Background: an optimization exercise with open tools, aiming at small area and a short achievable clock period. Do not read the settings as production practice. Only simulation tests tie the RTL to the original design; equivalence was not proved. No activity file was given, so power comes from the tool's default toggle rates.

<file path="flow/config.mk">
export PLATFORM = sky130hd
export DESIGN_NAME = store_buffer_fwd
export DESIGN_NICKNAME = store_buffer_fwd
export VERILOG_FILES = /design/flow/design.v
export SDC_FILE = /design/flow/constraint.sdc
export NUM_CORES = 4
export LEC_CHECK = 0
export CAP_MARGIN = 20
export CORE_MARGIN = 2
export CORE_UTILIZATION = 40
export SLEW_MARGIN = 20
</file>
<file path="flow/constraint.sdc">
create_clock -name core_clock -period 9.0 [get_ports {clk}]
set_input_delay 1.8000 -clock core_clock [delete_from_list [all_inputs] [get_ports {clk}]]
set_output_delay 1.8000 -clock core_clock [all_outputs]
set_load 0.01 [all_outputs]
</file>
<file path="flow/design.v">
module store_buffer_fwd #(
    parameter int SB_DEPTH = 8,
    parameter int TAG_W    = 5,
    parameter int ADDR_W   = 32
) (
    input  logic                      clk,
    input  logic                      rst,
    input  logic                      alloc_valid,
    output logic                      alloc_ready,
    input  logic [TAG_W-1:0]          alloc_rob_tag,
    input  logic [ADDR_W-1:0]         alloc_addr,
    input  logic [31:0]               alloc_wdata,
    input  logic [3:0]                alloc_wmask,
    input  logic                      commit_valid,
    input  logic [TAG_W-1:0]          commit_rob_tag,
    output logic                      commit_err,
    input  logic                      flush,
    output logic                      dmem_req_valid,
    input  logic                      dmem_req_ready,
    output logic [ADDR_W-1:0]         dmem_addr,
    output logic [31:0]               dmem_wdata,
    output logic [3:0]                dmem_wmask,
    input  logic                      dmem_resp,
    input  logic [ADDR_W-1:0]         ld_addr,
    input  logic [3:0]                ld_rmask,
    output logic [3:0]                fwd_mask,
    output logic [31:0]               fwd_data,
    output logic [$clog2(SB_DEPTH):0] count,
    output logic                      empty,
    output logic                      full
);
    localparam int PW = $clog2(SB_DEPTH);
    localparam int CW = PW + 1;
    localparam int WA = ADDR_W - 2;
    typedef enum logic [1:0] {
        ST_IDLE = 2'd0,
        ST_REQ  = 2'd1,
        ST_WAIT = 2'd2
    } drain_state_e;
    logic [TAG_W-1:0] tag_r  [SB_DEPTH];
    logic [WA-1:0]    addr_r [SB_DEPTH];
    logic [31:0]      data_r [SB_DEPTH];
    logic [3:0]       mask_r [SB_DEPTH];
    logic [CW-1:0] head_r;
    logic [CW-1:0] cptr_r;
    logic [CW-1:0] tail_r;
    logic [CW-1:0] head_nxt_s;
    logic [CW-1:0] cptr_nxt_s;
    logic [CW-1:0] tail_nxt_s;
    logic [CW-1:0] count_nxt_s;
    logic [CW-1:0] used_s;
    logic          alloc_fire_s;
    logic          commit_ok_s;
    logic          pop_s;
    logic          wr_en_s;
    logic          full_nxt_s;
    logic [CW-1:0] count_r;
    logic          empty_r;
    logic          full_r;
    logic          alloc_ready_r;
    logic          commit_err_r;
    drain_state_e      state_r;
    logic              dmem_req_valid_r;
    logic [ADDR_W-1:0] dmem_addr_r;
    logic [31:0]       dmem_wdata_r;
    logic [3:0]        dmem_wmask_r;
    logic [3:0]  fwd_mask_s;
    logic [31:0] fwd_data_s;
    logic        unused_s;
    assign unused_s = ^{alloc_addr[1:0], ld_addr[1:0]};
    assign used_s = tail_r - head_r;
    always_comb begin
        alloc_fire_s = alloc_valid & alloc_ready_r;
        if (commit_valid && (cptr_r != tail_r)) begin
            commit_ok_s = (tag_r[cptr_r[PW-1:0]] == commit_rob_tag);
        end else begin
            commit_ok_s = 1'b0;
        end
        pop_s      = (state_r == ST_WAIT) && dmem_resp;
        head_nxt_s = head_r + CW'(pop_s);
        cptr_nxt_s = cptr_r + CW'(commit_ok_s);
        if (flush) begin
            tail_nxt_s = cptr_nxt_s;
        end else begin
            tail_nxt_s = tail_r + CW'(alloc_fire_s);
        end
        wr_en_s     = alloc_fire_s & ~flush;
        count_nxt_s = tail_nxt_s - head_nxt_s;
        full_nxt_s  = (tail_nxt_s[PW-1:0] == head_nxt_s[PW-1:0]) &&
                      (tail_nxt_s[PW] != head_nxt_s[PW]);
    end
    always_ff @(posedge clk or negedge rst) begin
        if (!rst) begin
            head_r        <= {CW{1'b0}};
            cptr_r        <= {CW{1'b0}};
            tail_r        <= {CW{1'b0}};
            count_r       <= {CW{1'b0}};
            empty_r       <= 1'b1;
            full_r        <= 1'b0;
            alloc_ready_r <= 1'b1;
            commit_err_r  <= 1'b0;
        end else begin
            head_r        <= head_nxt_s;
            cptr_r        <= cptr_nxt_s;
            tail_r        <= tail_nxt_s;
            count_r       <= count_nxt_s;
            empty_r       <= (count_nxt_s == {CW{1'b0}});
            full_r        <= full_nxt_s;
            alloc_ready_r <= ~full_nxt_s;
            commit_err_r  <= commit_valid & ~commit_ok_s;
        end
    end
    always_ff @(posedge clk) begin
        if (wr_en_s) begin
            tag_r[tail_r[PW-1:0]]  <= alloc_rob_tag;
            addr_r[tail_r[PW-1:0]] <= alloc_addr[ADDR_W-1:2];
            data_r[tail_r[PW-1:0]] <= alloc_wdata;
            mask_r[tail_r[PW-1:0]] <= alloc_wmask;
        end
    end
    always_ff @(posedge clk or negedge rst) begin
        if (!rst) begin
            state_r          <= ST_IDLE;
            dmem_req_valid_r <= 1'b0;
            dmem_addr_r      <= {ADDR_W{1'b0}};
            dmem_wdata_r     <= 32'h0000_0000;
            dmem_wmask_r     <= 4'b0000;
        end else begin
            case (state_r)
                ST_IDLE: begin
                    if (head_r != cptr_r) begin
                        state_r          <= ST_REQ;
                        dmem_req_valid_r <= 1'b1;
                        dmem_addr_r      <= {addr_r[head_r[PW-1:0]], 2'b00};
                        dmem_wdata_r     <= data_r[head_r[PW-1:0]];
                        dmem_wmask_r     <= mask_r[head_r[PW-1:0]];
                    end else begin
                        state_r          <= ST_IDLE;
                        dmem_req_valid_r <= 1'b0;
                    end
                end
                ST_REQ: begin
                    if (dmem_req_ready) begin
                        state_r          <= ST_WAIT;
                        dmem_req_valid_r <= 1'b0;
                    end else begin
                        state_r          <= ST_REQ;
                        dmem_req_valid_r <= 1'b1;
                    end
                end
                ST_WAIT: begin
                    if (dmem_resp) begin
                        if (head_nxt_s != cptr_r) begin
                            state_r          <= ST_REQ;
                            dmem_req_valid_r <= 1'b1;
                            dmem_addr_r      <= {addr_r[head_nxt_s[PW-1:0]], 2'b00};
                            dmem_wdata_r     <= data_r[head_nxt_s[PW-1:0]];
                            dmem_wmask_r     <= mask_r[head_nxt_s[PW-1:0]];
                        end else begin
                            state_r          <= ST_IDLE;
                            dmem_req_valid_r <= 1'b0;
                            dmem_addr_r      <= {ADDR_W{1'b0}};
                            dmem_wdata_r     <= 32'h0000_0000;
                            dmem_wmask_r     <= 4'b0000;
                        end
                    end else begin
                        state_r          <= ST_WAIT;
                        dmem_req_valid_r <= 1'b0;
                    end
                end
                default: begin
                    state_r          <= ST_IDLE;
                    dmem_req_valid_r <= 1'b0;
                end
            endcase
        end
    end
    always_comb begin : fwd_scan
        logic [PW-1:0] idx_v;
        logic          hit_v;
        fwd_mask_s = 4'b0000;
        fwd_data_s = 32'h0000_0000;
        idx_v      = {PW{1'b0}};
        hit_v      = 1'b0;
        for (int i = 0; i < SB_DEPTH; i++) begin
            idx_v = head_r[PW-1:0] + PW'(i);
            hit_v = (CW'(i) < used_s) && (addr_r[idx_v] == ld_addr[ADDR_W-1:2]);
            for (int b = 0; b < 4; b++) begin
                if (hit_v && mask_r[idx_v][b] && ld_rmask[b]) begin
                    fwd_mask_s[b]       = 1'b1;
                    fwd_data_s[8*b +: 8] = data_r[idx_v][8*b +: 8];
                end else begin
                    fwd_mask_s[b]       = fwd_mask_s[b];
                    fwd_data_s[8*b +: 8] = fwd_data_s[8*b +: 8];
                end
            end
        end
    end
    assign alloc_ready    = alloc_ready_r;
    assign commit_err     = commit_err_r;
    assign dmem_req_valid = dmem_req_valid_r;
    assign dmem_addr      = dmem_addr_r;
    assign dmem_wdata     = dmem_wdata_r;
    assign dmem_wmask     = dmem_wmask_r;
    assign fwd_mask       = fwd_mask_s;
    assign fwd_data       = fwd_data_s;
    assign count          = count_r;
    assign empty          = empty_r;
    assign full           = full_r;
endmodule
</file>
<file path="flow/run.sh">
#!/bin/bash
# synth_recipe.tcl (not shown) runs the flow's synth.tcl, then flattens the netlist and writes it again
# the make line also repeats each setting of config.mk as NAME=value (left out here)
make -C /OpenROAD-flow-scripts/flow DESIGN_CONFIG=/design/flow/config.mk WORK_HOME=/design/flow/orfs CLKGATE_MAP_FILE= SYNTH_SCRIPT=/design/flow/synth_recipe.tcl finish
</file>
==> impl_metrics.py <==
metrics = {
    "status": {
        "status": "no timing/DRC/antenna violations",
    },
    "yosys": {
        "yosys.area_share.adder": 0.00433,
        "yosysSeqAreaShare": 0.366,
        "synth_async_sr_flop_share": 0.134,
        "netlist-cell-type-count": 97,
        "synth-compound-area-share": 0.0813,
        "postSynthRegisterBits": 656,
        "synthMuxAreaShare": 0.388,
        "synth_area_in_simple_gates": 0.0763,
        "main_flop_type_after_synthesis": "edfxtp_1",
        "synth_top_family_by_area": "multiplexers",
        "number_of_flops_mapped_to_enable_cells_by_yosys": 568,
        "yosysWarnings": 1,
        "postSynthAreaPerCell_um2": 12.9,
        "synth.cell_area_um2": 52600,
        "post_synth_inst_count": 4071,
        "yosys.area_share.xor_xnor": 0.0440,
    },
    "global_route": {
        "grt_use_met3": 0.0693,
        "gr-max-usage-layer": "met2",
        "grt_overflow_total": 0,
        "grt_pass1_wl_um": 277000,
        "grt_use_met2": 0.420,
        "grt_usage": 0.278,
        "grt_start_max_net_pins": 145,
        "number_of_antenna_violations_at_the_first_check_in_global_routing": 29,
        "first_global_vias": 38656,
        "grt_use_met1": 0.382,
    },
    "timing": {
        "post-route-period-util": 0.984,
        "worstMarginPinSlew_ps": 1090,
        "hold_viol_final": 0,
        "least_setup_slack_across_all_paths_after_layout_ps": 140,
        "finalSetupViolations": 0,
        "clock.fmax_mhz": 113,
        "rsz0062_at_grt": "no",
        "finalCriticalPeriod_ps": 8860,
        "timing.clock.skew_ps": 38.9,
        "relSlewSlack": 0.269,
        "fin_setup_tns_ps": 0,
        "timing_max_transition_violations_final": 0,
    },
    "placement": {
        "global_placement_routability_congestion": 1.05,
        "pre_cts_slack_ps": 625,
        "hpwlAfterDp_um": 125000,
        "area_after_detailed_placement_um2": 56500,
        "numPortBuffers": 227,
    },
    "routing": {
        "via_to_cell_ratio": 6.75,
        "detail_route.first_pass.iterations": 6,
        "detail_route.wl_per_cell_um": 31.9,
        "via_count": 40264,
        "finalWirelength_um": 190000,
        "remaining_drc_errors": 0,
        "post_drt_antenna_nets": 0,
        "drtIter0Drc": 5619,
    },
    "die": {
        "ioPinCount": 234,
        "core_um2": 131000,
        "effective_utilization_at_floorplan": 0.402,
        "design.die.area_um2": 134000,
        "die-height_um": 367,
        "die_x_extent_um": 367,
        "row_count": 133,
    },
    "power_and_ir_drop": {
        "max-vdd-ir-drop_mv": 0.296,
        "cell_leakage_power_nw": 20.5,
        "switching_share": 0.466,
        "cell_internal_pwr_mw": 12.6,
        "pwr-share-clk": 0.143,
        "power.sequential.fraction": 0.170,
        "p_switching_mw": 11.0,
        "power.combinational.fraction": 0.687,
        "power_density_nw_per_um2": 398,
    },
    "cts": {
        "total_setup_buffers_inserted_after_cts": 0,
        "worst_setup_hold_path_clk_slew_ps": 60,
        "root_buffer": "clkbuf_16",
        "cts_htree_levels": 3,
        "post_cts_resized": 0,
        "cts.sink_count": 656,
        "cts_hold_buffers": 0,
        "tritoncts.num_buffers": 79,
        "tritoncts": "yes",
        "clock_latency_ps": 710,
        "clock_tree.buffer_depth": 3,
    },
    "layout": {
        "layout.cells.most_common_list": "628 x mux4_2, 568 x edfxtp_1, 549 x nand2_1",
        "nets": 4271,
        "fraction_of_layout_instances_using_a_drive_strength_above_1": 0.242,
        "final_util": 0.453,
        "final_area_um2": 59300,
        "mostFrequentLayoutCell": "mux4_2",
        "area.growth.synth_to_final_pct": 12.7,
        "fill_cells": 11634,
    },
    "worst_hold_path": {
        "hold_path_class": "flip-flop to flip-flop",
    },
    "worst_setup_path": {
        "startpoint_type": "flip-flop",
        "worstPathMaxFanout": 20,
        "arrival_ps": 7060,
        "critical_path_required_ps": 7200,
        "timing_worst_setup_path_type": "flip-flop to primary output",
        "worstSetupEndpointType": "primary output",
    },
    "flow_run": {
        "drv_cap": 0,
    },
}
[through the flow]
step	power, mW	instances	hold slack, ps
2_1_floorplan	15.6	4072	475
3_3_place_gp	19.9	5807	475
3_5_place_dp	20.0	5807	483
4_1_cts	23.5	5953	500
5_1_grt	24.8	5958	513
6_report	23.6	5962	494
[cells in the mapped netlist (all sizes together) (5+ instances only)]
master   count  area [um2]
mux4       654       14800
edfxtp     568       17100
nand2      550        2070
mux2i      495        4950
buf        202        1250
xnor2      181        1590
clkbuf     174         656
a21oi      132         661
nor2       110         420
dfrtp       86        2150
o22ai       85         532
xor2        83         727
o21ai       67         335
a22oi       66         500
mux2        58         653
nand4       51         344
o221ai      51         447
nand3       49         260
nor3        36         196
inv         33         124
a21o        32         240
a31oi       29         181
o311a       25         250
o211ai      24         180
o21a        23         173
a221oi      20         188
nor4        18         155
ha          15         188
o2111ai     15         131
nand2b      14        95.1
a31o         8        70.1
and2         8        50.1
nand3b       8        60.1
a211oi       7        52.6
a211o        6        52.6
clkinv       6        22.5
or2          6        37.5
nor2b        5        46.3
nor3b        5        37.5
or3b         5        43.8
or4b         5        53.8
[path summary, 6_finish.rpt]
path                       cells past startpoint               to  slack, ps             from
setup / recovery                              14     fwd_data[31]        140        head_r[1]
hold / removal                                 1  dmem_addr_r[11]        490  dmem_addr_r[11]
setup reg to reg                               9   dmem_addr_r[4]       4070        head_r[0]
hold reg to reg                                1  dmem_addr_r[11]        490  dmem_addr_r[11]
max in group asynchronous                      2        head_r[0]       6540              rst
min in group asynchronous                      1  dmem_addr_r[17]       1010              rst
[power by group through the flow]
stage               Clock (mW)  Combinational [mW]  Sequential, mW
floorplan                    0                11.6            3.99
global placement             0                15.9            4.06
detailed placement           0                16.0            4.07
CTS                       3.44                16.0            4.01
global route              3.54                17.2            4.06
finish                    3.38                16.2            4.02
[registers in the layout, summed over array words and instances (netlist names)]
signal,flops
addr_r,240
alloc_ready_r,1
commit_err_r,1
count_r,4
cptr_r,4
data_r,256
dmem_addr_r,30
dmem_wdata_r,32
dmem_wmask_r,4
empty_r,1
full_r,1
head_r,4
mask_r,32
state_r,2
tag_r,40
tail_r,4
[cell type report]
type                       count  area (um2)  area share
inverter                      39         148     0.00249
sequential                   656       19300       0.325
clock buffer                 105        2220      0.0374
tap                         1755        2200      0.0370
timing repair buffer         358        3420      0.0577
clock inverter                41         515     0.00870
multi-input combinational   2999       31500       0.531
antenna                        9        22.5    0.000380
[layer usage]
metal	up-vias	part of all wire
met5	-	0.0012
met4	36	0.044
met3	443	0.11
met2	2465	0.45
met1	20695	0.39
li1	16625	-
[kinds of logic after synthesis]
family	after synthesis
AO/OA/AOI/OAI	621
XOR/XNOR	264
adder cells (fa/ha/maj)	17
buffers and inverters	417
flip-flops	656
multiplexers	1207
other	1
AND/OR/NAND/NOR	888
[critical path: stages (launching register included)]
cell,delay [ps]
dfrtp_4,660
inv_1,210
ha_4,580
buf_4,350
mux4_2,560
xnor2_1,350
nand2_1,180
or4_1,570
a21oi_1,170
nand4b_1,540
nor3b_1,810
inv_1,360
o2111ai_1,200
a31o_2,240
clkdlybuf4s50_1,560

## what the ideal ports hide
No port has a modelled driver above. Below, the same layout with a new extraction and two added sets of constraints.
Step 1 (the two cells are an assumption about what drives the block):
set clk [get_ports {clk}]
set_driving_cell -lib_cell sky130_fd_sc_hd__clkbuf_16 $clk
set_driving_cell -lib_cell sky130_fd_sc_hd__buf_2 [delete_from_list [all_inputs] $clk]
Step 2 times the ports against the registers' clock, not the clock port: input delays grow and output delays shrink by t, the midpoint of the rising clock arrivals with the driver on.
Slacks: no drivers / after step 1 / after step 2; pairs: no drivers / after step 1.
shift t [ns]: 0.760
setup slack, ns: 0.140 / 0.066 / 0.407
worst setup path after step 2: input to output
After both steps this run still meets setup and hold. The setup slack of this run moves by -0.074 ns with the drivers and by +0.267 ns with both steps.
